Context: an optimization exercise on an open-source flow, tuned for small area, a short achievable clock period and few clock cycles. The choices shown serve that exercise and are no tape-out recipe.
Function was checked by simulation only, so behaviour that the tests miss may differ from the original.
Power figures rest on the tool's default switching activity, not on a simulated workload.

**run.sh**
```bash
#!/bin/bash
# synth_recipe.tcl (not shown) runs the flow's synth.tcl, then flattens the netlist and writes it again
# the make line also repeats each setting of config.mk as NAME=value (left out here)
make -C /OpenROAD-flow-scripts/flow DESIGN_CONFIG=/design/flow/config.mk WORK_HOME=/design/flow/orfs CLKGATE_MAP_FILE= SYNTH_SCRIPT=/design/flow/synth_recipe.tcl finish
```
**config.mk**
```make
export PLATFORM = sky130hd
export DESIGN_NAME = mips_mc_core
export DESIGN_NICKNAME = mips_mc_core
export VERILOG_FILES = /design/flow/design.v
export SDC_FILE = /design/flow/constraint.sdc
export NUM_CORES = 4
export LEC_CHECK = 0
export CAP_MARGIN = 35
export CORE_MARGIN = 2
export CORE_UTILIZATION = 35
export PLACE_DENSITY = 0.5
export SLEW_MARGIN = 30
```
**constraint.sdc**
```tcl
create_clock -name core_clock -period 8.0 [get_ports {clk}]
set_input_delay 1.6000 -clock core_clock [delete_from_list [all_inputs] [get_ports {clk}]]
set_output_delay 1.6000 -clock core_clock [all_outputs]
set_load 0.01 [all_outputs]
```
**design.v**
```verilog
module mips_mc_core #(
    parameter logic [31:0] RESET_PC = 32'h0000_0000,
    parameter logic [4:0]  DBG_REG  = 5'd2
) (
    input  logic                  clk,
    input  logic                  rst,
    input  logic                  en,
    output logic                  mem_req,
    output logic                  mem_we,
    output logic [31:0]           mem_addr,
    output logic [31:0]           mem_wdata,
    input  logic [31:0]           mem_rdata,
    input  logic                  mem_ack,
    output logic [31:0]           pc,
    output logic [31:0]           dbg_reg,
    output logic                  halted
);
    localparam logic TRAP_EN = 1'b1;
    localparam logic [5:0] OP_R = 6'h00, OP_J = 6'h02, OP_JAL = 6'h03, OP_BEQ = 6'h04;
    localparam logic [5:0] OP_BNE = 6'h05, OP_ADDI = 6'h08, OP_ADDIU = 6'h09, OP_SLTI = 6'h0A;
    localparam logic [5:0] OP_SLTIU = 6'h0B, OP_ANDI = 6'h0C, OP_ORI = 6'h0D, OP_XORI = 6'h0E;
    localparam logic [5:0] OP_LUI = 6'h0F, OP_LW = 6'h23, OP_SW = 6'h2B;
    localparam logic [5:0] F_SLL = 6'h00, F_SRL = 6'h02, F_SRA = 6'h03, F_JR = 6'h08;
    localparam logic [5:0] F_ADD = 6'h20, F_ADDU = 6'h21, F_SUB = 6'h22, F_SUBU = 6'h23;
    localparam logic [5:0] F_AND = 6'h24, F_OR = 6'h25, F_XOR = 6'h26, F_NOR = 6'h27;
    localparam logic [5:0] F_SLT = 6'h2A, F_SLTU = 6'h2B;
    logic [31:0] pc_q, ir_q;
    logic        dmem_q;           
    logic        dwe_q;            
    logic [4:0]  drt_q;            
    logic [31:2] daddr_q;
    logic [31:0] dwdata_q;
    logic [31:1] valid_q;          
    logic [31:0] rf_q [1:31];
    logic [5:0]  op, fn;
    logic [4:0]  rs, rt, rd, shamt;
    logic [31:0] imm_sext, pc_plus4, rf_rs, rf_rt, npc;
    logic        is_r, legal, eq, taken;
    logic [31:0] opb, sum, alu_res;
    logic        alu_ovf, lt_s, lt_u;
    logic        ex_we;
    logic [4:0]  ex_dst;
    logic        adv;
    assign op        = ir_q[31:26];
    assign rs        = ir_q[25:21];
    assign rt        = ir_q[20:16];
    assign rd        = ir_q[15:11];
    assign shamt     = ir_q[10:6];
    assign fn        = ir_q[5:0];
    assign imm_sext  = {{16{ir_q[15]}}, ir_q[15:0]};
    assign pc_plus4  = pc_q + 32'd4;
    assign is_r      = (op == OP_R);
    assign rf_rs = (rs != 5'd0 && valid_q[rs]) ? rf_q[rs] : 32'd0;
    assign rf_rt = (rt != 5'd0 && valid_q[rt]) ? rf_q[rt] : 32'd0;
    always_comb begin
        legal = 1'b0;
        if (is_r) begin
            case (fn)
                F_SLL, F_SRL, F_SRA, F_JR, F_ADD, F_ADDU, F_SUB, F_SUBU,
                F_AND, F_OR, F_XOR, F_NOR, F_SLT, F_SLTU: legal = 1'b1;
                default: legal = 1'b0;
            endcase
        end else begin
            case (op)
                OP_J, OP_JAL, OP_BEQ, OP_BNE, OP_ADDI, OP_ADDIU, OP_SLTI,
                OP_SLTIU, OP_ANDI, OP_ORI, OP_XORI, OP_LUI, OP_LW, OP_SW: legal = 1'b1;
                default: legal = 1'b0;
            endcase
        end
    end
    assign eq    = (rf_rs == rf_rt);
    assign taken = (op == OP_BEQ && eq) || (op == OP_BNE && !eq);
    always_comb begin
        npc = pc_plus4;
        if (op == OP_J || op == OP_JAL) npc = {pc_plus4[31:28], ir_q[25:0], 2'b00};
        else if (is_r && fn == F_JR)     npc = rf_rs;
        else if (taken)                  npc = pc_plus4 + {imm_sext[29:0], 2'b00};
    end
    always_comb begin
        opb = rf_rt;
        if (!is_r) opb = (op == OP_ANDI || op == OP_ORI || op == OP_XORI) ? {16'h0000, ir_q[15:0]} : imm_sext;
        sum     = (is_r && (fn == F_SUB || fn == F_SUBU || fn == F_SLT || fn == F_SLTU) ||
                   op == OP_SLTI || op == OP_SLTIU) ? rf_rs - opb : rf_rs + opb;
        lt_s    = (rf_rs[31] != opb[31]) ? rf_rs[31] : sum[31];
        lt_u    = (rf_rs[31] != opb[31]) ? opb[31] : sum[31];
        alu_res = sum;
        alu_ovf = 1'b0;
        ex_we   = 1'b1;
        ex_dst  = is_r ? rd : rt;
        if (is_r) begin
            case (fn)
                F_ADD:  alu_ovf = (rf_rs[31] == opb[31]) && (sum[31] != rf_rs[31]);
                F_SUB:  alu_ovf = (rf_rs[31] != opb[31]) && (sum[31] != rf_rs[31]);
                F_AND:  alu_res = rf_rs & opb;
                F_OR:   alu_res = rf_rs | opb;
                F_XOR:  alu_res = rf_rs ^ opb;
                F_NOR:  alu_res = ~(rf_rs | opb);
                F_SLT:  alu_res = {31'd0, lt_s};
                F_SLTU: alu_res = {31'd0, lt_u};
                F_SLL:  alu_res = rf_rt << shamt;
                F_SRL:  alu_res = rf_rt >> shamt;
                F_SRA:  alu_res = $unsigned($signed(rf_rt) >>> shamt);
                F_JR:   ex_we = 1'b0;
                default: ;
            endcase
        end else begin
            case (op)
                OP_ADDI:  alu_ovf = (rf_rs[31] == opb[31]) && (sum[31] != rf_rs[31]);
                OP_SLTI:  alu_res = {31'd0, lt_s};
                OP_SLTIU: alu_res = {31'd0, lt_u};
                OP_ANDI:  alu_res = rf_rs & opb;
                OP_ORI:   alu_res = rf_rs | opb;
                OP_XORI:  alu_res = rf_rs ^ opb;
                OP_LUI:   alu_res = {ir_q[15:0], 16'h0000};
                OP_JAL: begin
                    alu_res = pc_plus4;
                    ex_dst  = 5'd31;
                end
                OP_ADDIU, OP_SLTI, OP_SLTIU, OP_ANDI, OP_ORI, OP_XORI, OP_LUI: ;
                default:  ex_we = 1'b0;    
            endcase
        end
        if (alu_ovf) ex_we = 1'b0;
    end
    assign pc      = pc_q;
    assign dbg_reg = valid_q[DBG_REG] ? rf_q[DBG_REG] : 32'd0;
    assign halted  = TRAP_EN && !dmem_q && !legal;
    always_comb begin
        mem_req   = !rst && !halted;
        mem_we    = dmem_q && dwe_q;
        mem_addr  = dmem_q ? {daddr_q, 2'b00} : npc;
        mem_wdata = dwdata_q;
    end
    assign adv = en && mem_ack && !halted;
    always_ff @(posedge clk) begin
        if (rst) begin
            pc_q    <= RESET_PC - 32'd4;
            ir_q    <= 32'd0;
            dmem_q  <= 1'b0;
            valid_q <= '0;
        end else if (adv) begin
            if (dmem_q) begin
                dmem_q <= 1'b0;
                if (!dwe_q && drt_q != 5'd0) valid_q[drt_q] <= 1'b1;
            end else begin
                pc_q <= npc;
                ir_q <= mem_rdata;
                if (legal && (op == OP_LW || op == OP_SW)) dmem_q <= 1'b1;
                if (legal && ex_we && ex_dst != 5'd0) valid_q[ex_dst] <= 1'b1;
            end
        end
    end
    always_ff @(posedge clk) begin
        if (adv) begin
            if (dmem_q) begin
                if (!dwe_q && drt_q != 5'd0) rf_q[drt_q] <= mem_rdata;
            end else begin
                dwe_q    <= (op == OP_SW);
                drt_q    <= rt;
                daddr_q  <= sum[31:2];
                dwdata_q <= rf_rt;
                if (legal && ex_we && ex_dst != 5'd0) rf_q[ex_dst] <= alu_res;
            end
        end
    end
endmodule
```
==> flow_results.xml <==
<?xml version="1.0" encoding="UTF-8"?>
<metrics>
  <group name="sta">
    <metric name="setup_viol_count_final" unit="">0</metric>
    <metric name="clock.fmax" unit="MHz">126.3</metric>
    <metric name="finalClockSkew" unit="ns">0.06068</metric>
    <metric name="finalMaxSlewViolations" unit="">0</metric>
    <metric name="max_slew_margin" unit="%">30.23</metric>
    <metric name="final_critical_path_setup_slack" unit="ns">0.07931</metric>
    <metric name="period_share" unit="%">99.01</metric>
    <metric name="totalNegativeSetupSlack" unit="ns">0</metric>
    <metric name="worst_pin_slew" unit="ns">1.036</metric>
    <metric name="hold_viol" unit="">0</metric>
    <metric name="fin_hold_ws" unit="ns">0.4970</metric>
    <metric name="final_min_period" unit="ns">7.921</metric>
    <metric name="grt_setup_unrepaired" unit="">yes</metric>
  </group>
  <group name="setup_path">
    <metric name="worst-setup-path-type" unit="">reg2out</metric>
    <metric name="crit_path_frequent_cell" unit="">buf_4</metric>
    <metric name="cp.required" unit="ns">6.40</metric>
    <metric name="critPathMaxFanout" unit="">12</metric>
    <metric name="worstRegToRegCells" unit="">33</metric>
    <metric name="reg_to_reg_end" unit="">rf_q[16][16]$_DFFE_PP_</metric>
    <metric name="timing.critical_path.arrival" unit="ns">6.32</metric>
    <metric name="start_kind" unit="">flip-flop</metric>
    <metric name="cp_slowest_cell" unit="">clkdlybuf4s50_1</metric>
    <metric name="crit_family" unit="">buffers and inverters</metric>
    <metric name="rr_startpoint" unit="">ir_q[16]$_SDFFE_PP0P_</metric>
    <metric name="kind_of_end_point_of_the_critical_path" unit="">output port</metric>
    <metric name="crit_path_cell_trace" unit="">clkinv_2 -&gt; buf_4 -&gt; mux4_2 -&gt; mux2i_2 -&gt; buf_4 -&gt; nor2_1 -&gt; buf_4 -&gt; xor2_1 -&gt; a2111oi_4 -&gt; and3b_1 -&gt; nand4_1 -&gt; buf_4 -&gt; o211ai_1 -&gt; buf_4 -&gt; nand2_4 -&gt; mux2_2 -&gt; o21ai_0 -&gt; a2bb2oi_1 -&gt; clkdlybuf4s50_1</metric>
    <metric name="path_buf_inv" unit="">7</metric>
    <metric name="setup.reg_to_reg.worst_slack" unit="ns">0.21</metric>
    <metric name="timing.critical_path.slowest_cell_delay" unit="ns">0.65</metric>
  </group>
  <group name="logic_synthesis">
    <metric name="yosysWarningCount" unit="">1</metric>
    <metric name="synth_area" unit="sq um">69320</metric>
    <metric name="seq_area_frac_synth" unit="%">49.04</metric>
    <metric name="synth_flop_cell" unit="">edfxtp_1</metric>
    <metric name="async_reset_ff_share" unit="%">0</metric>
    <metric name="synth_seq_cells" unit="">1168</metric>
    <metric name="synth-edff-count" unit="">1060</metric>
    <metric name="syn-num-nets" unit="">5827</metric>
    <metric name="synth.avg_cell_area" unit="sq um">12.28</metric>
    <metric name="cells_after_synth" unit="">5644</metric>
    <metric name="yosys.cell_types.count" unit="">108</metric>
  </group>
  <group name="global_route">
    <metric name="grt_pass1_vias" unit="">54910</metric>
    <metric name="grt_pass1_wl" unit="mm">455.9</metric>
    <metric name="grt_util_all_layers" unit="%">32.34</metric>
    <metric name="globalRoute.totalOverflow" unit="">0</metric>
    <metric name="grt_antenna_before_repair" unit="">18</metric>
    <metric name="grt_max_degree" unit="">71</metric>
  </group>
  <group name="power_and_ir_drop">
    <metric name="design_power_total" unit="mW">24.72</metric>
    <metric name="p_leak" unit="nW">29.46</metric>
    <metric name="max-vdd-ir-drop" unit="mV">0.1758</metric>
    <metric name="power.density_cell_area" unit="nW/um^2">288.0</metric>
  </group>
  <group name="status">
    <metric name="status" unit="">timing/DRC/antenna clean</metric>
  </group>
  <group name="place">
    <metric name="hpwl" unit="mm">246.3</metric>
    <metric name="portBuffers" unit="">166</metric>
    <metric name="place_worst_setup_slack" unit="ns">-0.2913</metric>
    <metric name="gp_routability_congestion" unit="">1.027</metric>
    <metric name="post_place_cells" unit="">8722</metric>
    <metric name="place_area" unit="sq um">79660</metric>
  </group>
  <group name="detailed_routing">
    <metric name="ant_nets" unit="">0</metric>
    <metric name="drt_first_iter_violations" unit="">7553</metric>
    <metric name="detail_route.wl_per_cell" unit="um">37.10</metric>
    <metric name="num_vias" unit="">57480</metric>
    <metric name="drt-total-wl" unit="mm">335.6</metric>
    <metric name="drtPass1Iterations" unit="">9</metric>
    <metric name="viasPerCell" unit="">6.353</metric>
    <metric name="drc" unit="">0</metric>
  </group>
  <group name="floorplanning">
    <metric name="floorplan.initialDensity" unit="%">35.18</metric>
    <metric name="die-height" unit="um">449.0</metric>
    <metric name="core-area" unit="sq um">197000</metric>
    <metric name="pin_count" unit="">167</metric>
    <metric name="die_x" unit="um">449.0</metric>
    <metric name="placementRows" unit="">163</metric>
    <metric name="die_area" unit="sq um">201600</metric>
  </group>
  <group name="cts">
    <metric name="cts_hold_buffers" unit="">0</metric>
    <metric name="cts_max_level" unit="">4</metric>
    <metric name="clkSlewWorstSetupHoldPaths" unit="ns">0.06</metric>
    <metric name="cts-root-buf" unit="">clkbuf_16</metric>
    <metric name="clkSinkCount" unit="">1168</metric>
    <metric name="cts-buffers-inserted" unit="">138</metric>
    <metric name="cts_tree" unit="">done</metric>
    <metric name="clk-insertion-delay-late" unit="ns">0.82</metric>
    <metric name="cts_buffer_depth" unit="">3</metric>
  </group>
  <group name="layout">
    <metric name="layout-area-overhead-vs-synth" unit="%">23.82</metric>
    <metric name="multi_input_comb_area" unit="sq um">33730</metric>
    <metric name="seqCellArea" unit="sq um">34050</metric>
    <metric name="finish.net_count" unit="">6473</metric>
    <metric name="layout.cells.non_filler" unit="">9047</metric>
    <metric name="filler_cell_count" unit="">18220</metric>
    <metric name="finish.utilization" unit="%">43.56</metric>
    <metric name="post_route_cells_drive_above_1_share" unit="%">26.18</metric>
    <metric name="finish.instance_area" unit="sq um">85830</metric>
  </group>
  <group name="worst_hold_path">
    <metric name="min_path_type" unit="">reg2reg</metric>
    <metric name="holdCritStartpoint" unit="">valid_q[14]$_SDFFE_PP0P_</metric>
    <metric name="hold_path_end" unit="">valid_q[14]$_SDFFE_PP0P_</metric>
    <metric name="min_delay_path_depth" unit="">2</metric>
  </group>
  <group name="job">
    <metric name="cap_violations" unit="">0</metric>
  </group>
</metrics>
## flip-flops by register name, summed over array words and instances, names as in the netlist, named ones only
name      flops
daddr_q      30
dmem_q        1
drt_q         5
dwdata_q     32
dwe_q         1
ir_q         32
pc_q         32
rf_q        992
valid_q      31
## tightest hold or removal path, cell delays in order (launching register included)
cell	delay [ns]
dfxtp_1	0.35
a21oi_1	0.05
nor2_1	0.07
## worst max-delay path by stage
stage	start	endpoint	slack, ns	cells after the start
after CTS	pc_q[4]$_SDFFE_PP1P_	mem_addr[31]	0.0003	22
after global placement	flip-flop	mem_addr[2]	-0.38	17
final	flip-flop	mem_addr[15]	0.08	19
after floorplan	ir_q[16]$_SDFFE_PP0P_	rf_q[10][3]$_DFFE_PP_	-0.40	34
after global routing	ir_q[16]$_SDFFE_PP0P_	mem_addr[16]	-0.04	21
after detailed placement	flip-flop	rf_q[17][13]$_DFFE_PP_	-0.29	31
## cell usage in the layout (no fill, tap or decap), types with 17 or more instances in the layout
master,Yosys,routed
edfxtp_1,1060,1060
buf_4,26,613
mux4_2,417,417
nand2_1,405,404
mux2i_1,395,390
nor2_1,413,378
a21oi_1,356,353
o21ai_0,244,225
clkdlybuf4s50_1,0,159
a22oi_1,154,148
inv_1,150,145
ha_1,145,140
clkbuf_16,0,139
buf_12,0,133
xnor2_1,120,120
o22ai_1,97,97
nand3_1,95,92
dfxtp_1,108,81
nor3_1,86,80
a21o_1,66,66
a211oi_1,58,56
and2_1,57,56
mux2_2,52,52
a31oi_1,53,51
nand4_1,48,48
xor2_1,47,43
nor2b_1,45,40
nand2b_1,40,39
o211ai_1,34,34
a221oi_1,37,31
clkinv_1,5,31
nor2_4,0,31
clkbuf_1,240,24
o31ai_1,22,20
and3_1,22,19
clkinv_2,0,19
or3_1,20,18
a2bb2oi_1,21,17
## per-layer routing
layer | GRT usage (%) | vias to the layer above | wire length [um]
met1 | 40.92 | 29510 | 127600
met3 | 6.158 | 799 | 29320
li1 | - | 23540 | -
met4 | 18.48 | 4 | 22930
met2 | 51.90 | 3626 | 155700
met5 | 0 | - | 21
## synth_stat cells, types with 86 or more instances
cell,count,area [sq um]
nor3_1,86,430.4
xnor2_1,120,1051
o22ai_1,97,606.8
mux2i_1,395,3954
o21ai_0,244,1221
clkbuf_1,240,900.9
nand2_1,405,1520
ha_1,145,1814
mux4_2,417,9392
edfxtp_1,1060,31830
a22oi_1,154,1156
a21oi_1,356,1782
dfxtp_1,108,2162
nor2_1,413,1550
nand3_1,95,475.5
inv_1,150,563.0
## what timing repair did
item | in CTS | in global routing
setup buffers | 43 | 21
gates resized for setup | 57 | 93
setup endpoints to repair | 1546 | 1831
cloned | 3 | 2
pin swaps | 20 | 15
## kinds of logic after synthesis
family / Yosys count / synth area share (%)
AOI/OAI and AO/OA: 1371 / 13.12
and+or+nand+nor: 1333 / 9.065
DFF: 1168 / 49.04
muxes: 865 / 20.12
buffers and inverters: 592 / 3.847
xor gates and xnor gates: 168 / 2.134
adders and majority gates: 147 / 2.675
## layout make-up
cell class | count | area share (%)
Antenna cell | 5 | 0.01458
Clock buffer | 163 | 4.145
Clock inverter | 89 | 1.318
Inverter | 157 | 0.6939
Multi-Input combinational cell | 3885 | 39.30
Sequential cell | 1168 | 39.68
Tap cell | 2640 | 3.849
Timing Repair Buffer | 940 | 11.00
## report_power, final
group | leakage (nW) | total [mW] | switching [mW] | internal (mW)
clock network | 2.25 | 6.55 | 2.79 | 3.76
logic | 16.8 | 11.0 | 6.64 | 4.35
registers | 10.4 | 7.18 | 0.178 | 7.00
total | 29.5 | 24.7 | 9.61 | 15.1
Testbench counts, summed over its fixed seeds: cycles 124,162.

separate check: timing with driven ports:
Ports are ideal in the flow. The routed layout listed here was re-timed in OpenROAD. Step 1: set_driving_cell puts a clkbuf_16 on clk and a buf_2 on each other input, an assumption about the parent block. Step 2 moves the port delays by t, midway between the first and last clock arrival at a register: inputs arrive t later, outputs are due t later. That takes back most of the time a late clock gives input paths. Three values: ideal ports, drivers, drivers and shift; two values: the first two.
shift t [ns]: 0.882
setup slack, ns: 0.079 / -0.009 / 0.207
hold WS [ns]: 0.497 / 0.497 / 0.497
latest minus earliest clock arrival (ns): 0.062 / 0.062
After both steps setup and hold are still met in this run. For this run, drivers alone change the setup slack by -0.088 ns; drivers and shift together by +0.128 ns.
